This design comes from an exercise in tuning for small area, a short achievable clock period and few clock cycles per item on the open sky130 flow, not from production work.
In this exercise RTL edits were held to simulation tests only and were not proved equivalent to the original.
Power and IR drop assume default switching activity.

## fetch_top
module fetch_top #(
    parameter int LO_W    = 6,
    parameter int CREDITS = 2
) (
    input  logic        clk,
    input  logic        rst_n_i,
    input  logic        redirect_valid_i,
    input  logic [31:0] redirect_pc_i,
    input  logic        credit_return_i,
    input  logic [7:0]  mem_data_i,
    output logic        fetch_valid_o,
    output logic [31:0] fetch_pc_o,
    output logic [31:0] fetch_insn_o,
    output logic        mem_rd_o,
    output logic [31:0] mem_addr_o
);
    localparam int LO = LO_W + 2;
    logic [31:LO]   hi_q;
    logic [LO-1:2]  rd_lo_q;
    logic [LO-1:2]  dl_lo_q;
    logic [1:0]     off_q;       
    logic [31:0]    insn_q;      
    logic           done_q;      
    logic           valid_q;     
    logic           carry_q;     
    logic [1:0]     occ_q;       
    logic           room;
    logic           last;
    logic           take;
    logic           wrap;
    assign room = (occ_q + {1'b0, valid_q}) < 2'(CREDITS);
    assign last = (off_q == 2'd3) && !carry_q;
    assign take = last && room;
    assign wrap = &rd_lo_q;
    always_ff @(posedge clk) begin
        if (!rst_n_i) begin
            hi_q    <= '0;
            rd_lo_q <= '0;
            off_q   <= 2'd0;
            done_q  <= 1'b0;
            valid_q <= 1'b0;
            carry_q <= 1'b0;
            occ_q   <= 2'd0;
        end else begin
            occ_q <= occ_q + {1'b0, valid_q} - {1'b0, credit_return_i};
            if (redirect_valid_i) begin
                hi_q    <= redirect_pc_i[31:LO];
                rd_lo_q <= redirect_pc_i[LO-1:2];
                off_q   <= 2'd0;
                done_q  <= 1'b0;
                valid_q <= 1'b0;
                carry_q <= 1'b0;
            end else begin
                done_q  <= take;
                valid_q <= done_q;
                if (!carry_q) begin
                    off_q <= off_q + 2'd1;
                end
                if (take) begin
                    rd_lo_q <= rd_lo_q + 1'b1;
                    carry_q <= wrap;
                end
                if (carry_q && valid_q) begin
                    hi_q    <= hi_q + 1'b1;
                    carry_q <= 1'b0;
                end
  ...
Size in the first run: ~75 flip-flops, ~140 I/O pins, ~0.0029 mm² of cells after synthesis.
export LEC_CHECK = 0
export CAP_MARGIN = 20
export CORE_MARGIN = 2
export CORE_UTILIZATION = 40
export SETUP_SLACK_MARGIN = 4.55
export SLEW_MARGIN = 20
create_clock -name core_clock -period 7.0 [get_ports {clk}]
standard.sh (not shown) runs the stock make flow with config.mk's settings and CLKGATE_MAP_FILE= SYNTH_SCRIPT=/design/flow/synth_recipe.tcl, a recipe that flattens the netlist after the stock synthesis.
==> flow/flow/run.sh <==
#!/bin/bash
# standard layout with plain buf_1 port buffers and adjusted clock tree options
set -euo pipefail
export BUFFER_PORTS_ARGS="-buffer_cell sky130_fd_sc_hd__buf_1"
export CTS_ARGS="-sink_clustering_enable -repair_clock_nets -dont_use_dummy_load"
bash standard.sh > flow_standard.log 2>&1
The first run passed the timing, design-rule and antenna checks.
Testbench counts at the start, summed over its fixed seeds: cycles 69,980, items 16,000.
Edit:
==> flow/flow/run.sh (replaced) <==
#!/bin/bash
# standard layout, with plain buf_1 port buffers instead of the default choice
set -euo pipefail
export BUFFER_PORTS_ARGS="-buffer_cell sky130_fd_sc_hd__buf_1"
bash standard.sh > flow_standard.log 2>&1
- ABC_CLOCK_PERIOD_IN_PS: unset -> 2400
- SETUP_SLACK_MARGIN: 4.55 -> 4.75
Effect: The changed run went through all stages and came out clean. Design area came out higher by a quarter to a third. Via count rose by a little under a tenth. Non-clock buffer count grows by 40. Maximum frequency went up by a few percent. Utilization went up by 12 points. Routed wire length came out higher by about a fifth. Global-route usage rose by 1.9 points. Count of clock-buffer cells in the layout stays the same. Synthesized cell count is unchanged. Setup slack improved by 140 ps. Worst hold slack improves by 14 ps.

fetch_top again, from the RTL that the note above started with.
export LEC_CHECK = 0
export CAP_MARGIN = 20
export CORE_MARGIN = 2
export CORE_UTILIZATION = 40
export SETUP_SLACK_MARGIN = 4.7
export SLEW_MARGIN = 20
create_clock -name core_clock -period 7.0 [get_ports {clk}]
==> flow/flow/run.sh <==
#!/bin/bash
# standard layout with plain buf_1 port buffers and adjusted clock tree options
set -euo pipefail
export BUFFER_PORTS_ARGS="-buffer_cell sky130_fd_sc_hd__buf_1"
export CTS_ARGS="-sink_clustering_enable -repair_clock_nets -dont_use_dummy_load"
bash standard.sh > flow_standard.log 2>&1
The baseline produced a clean layout.
Testbench counts at the start, summed over its fixed seeds: cycles 69,980, items 16,000.
Edit:
==> flow/flow/run.sh (replaced) <==
#!/bin/bash
# standard layout with plain buf_1 port buffers and adjusted clock tree options
set -euo pipefail
export BUFFER_PORTS_ARGS="-buffer_cell sky130_fd_sc_hd__buf_1"
export CTS_ARGS="-sink_clustering_enable -repair_clock_nets -dont_use_dummy_load -sink_clustering_size 80 -sink_clustering_max_diameter 400 -sink_clustering_levels 1"
bash standard.sh > flow_standard.log 2>&1
- ABC_CLOCK_PERIOD_IN_PS: default -> 2400
- SETUP_SLACK_MARGIN: 4.7 -> 4.6
What happened: The new run produced a clean layout. Global-route usage stays flat. First-iteration DRC count climbs by about 5%. Hold slack is about the same. Combinational power came out lower by 7.2%. Power came out lower by 0.74%. Sequential power hardly moves. Synthesized cell count is unchanged. Critical path depth does not change. Design area drops by about 5%.
Edit:
==> flow/flow/run.sh (replaced) <==
#!/bin/bash
# standard layout with plain buf_1 port buffers and adjusted clock tree options
set -euo pipefail
export BUFFER_PORTS_ARGS="-buffer_cell sky130_fd_sc_hd__buf_1"
export CTS_ARGS="-sink_clustering_enable -repair_clock_nets -dont_use_dummy_load -root_buf sky130_fd_sc_hd__clkbuf_16 -buf_list sky130_fd_sc_hd__clkbuf_16 -sink_clustering_size 100 -sink_clustering_max_diameter 1000 -wire_unit 200"
bash standard.sh > flow_standard.log 2>&1
Outcome:
- maximum frequency came out lower by 1.1%
- cell area came out higher by 2.7%
- sequential power is about the same
Edit:
==> flow/flow/run.sh (replaced) <==
#!/bin/bash
# standard layout with plain buf_1 port buffers and adjusted clock tree options
set -euo pipefail
export BUFFER_PORTS_ARGS="-buffer_cell sky130_fd_sc_hd__buf_1"
export CTS_ARGS="-sink_clustering_enable -repair_clock_nets -dont_use_dummy_load"
bash standard.sh > flow_standard.log 2>&1
- ABC_CLOCK_PERIOD_IN_PS: 2400 -> default
What happened: The new run produced a clean layout; setup slack gains 0.025 ns; register-to-register slack barely changes; non-clock buffer count stays the same; area after synthesis is unchanged; via count came out lower by 0.33%; first-iteration DRC count goes up by about 14%; combinational power increases by about 0.6%; wire length climbs by 0.62%; global-route usage is about the same.
Edit:
==> flow/flow/run.sh (replaced) <==
#!/bin/bash
# standard layout, with plain buf_1 port buffers instead of the default choice
set -euo pipefail
export BUFFER_PORTS_ARGS="-buffer_cell sky130_fd_sc_hd__buf_1"
bash standard.sh > flow_standard.log 2>&1
- ABC_CLOCK_PERIOD_IN_PS: default -> 2400
- CORE_UTILIZATION: 40 -> 60
=> The changed run ran to the end with no violations; clock skew fell by 0.018 ns; hold slack improves by 0.014 ns; core utilization went up by 27 points.

## static timing again, ports no longer ideal
In the flow no input, the clock included, has a driving cell. The finished layouts below were timed again as built, in two steps. Step 1 sets driving cells, clkbuf_16 on the clock port and buf_2 on the other inputs (assumed; they add their load-dependent delay and slew). Step 2 also shifts input and output timing later by t, the mid clock arrival at the registers, as if the neighbouring blocks saw the same clock. Three values: ideal, step 1, step 2; two values: the first two.
run	t, ns	setup slack, ns	hold WS [ns]	worst setup path at the end
the first run of note 1	0.363	4.611 / 4.581 / 4.281	0.328 / 0.328 / 0.328	input to register
the second run of note 1	0.374	4.749 / 4.719 / 4.471	0.342 / 0.342 / 0.342	input to register
the first run of note 2	0.363	4.725 / 4.695 / 4.454	0.330 / 0.330 / 0.330	input to register
the second run of note 2	0.363	4.667 / 4.637 / 4.395	0.328 / 0.328 / 0.328	input to register
the third run of note 2	0.357	4.642 / 4.607 / 4.341	0.332 / 0.332 / 0.332	input to register
the fourth run of note 2	0.363	4.667 / 4.637 / 4.395	0.328 / 0.328 / 0.328	input to register
the fifth run of note 2	0.367	4.658 / 4.629 / 4.337	0.342 / 0.342 / 0.342	input to register
After both steps setup and hold are still met in every run listed. The setup slack of the first run of note 1, which loses most, moves by -0.030 ns with the drivers and by -0.330 ns with both steps.
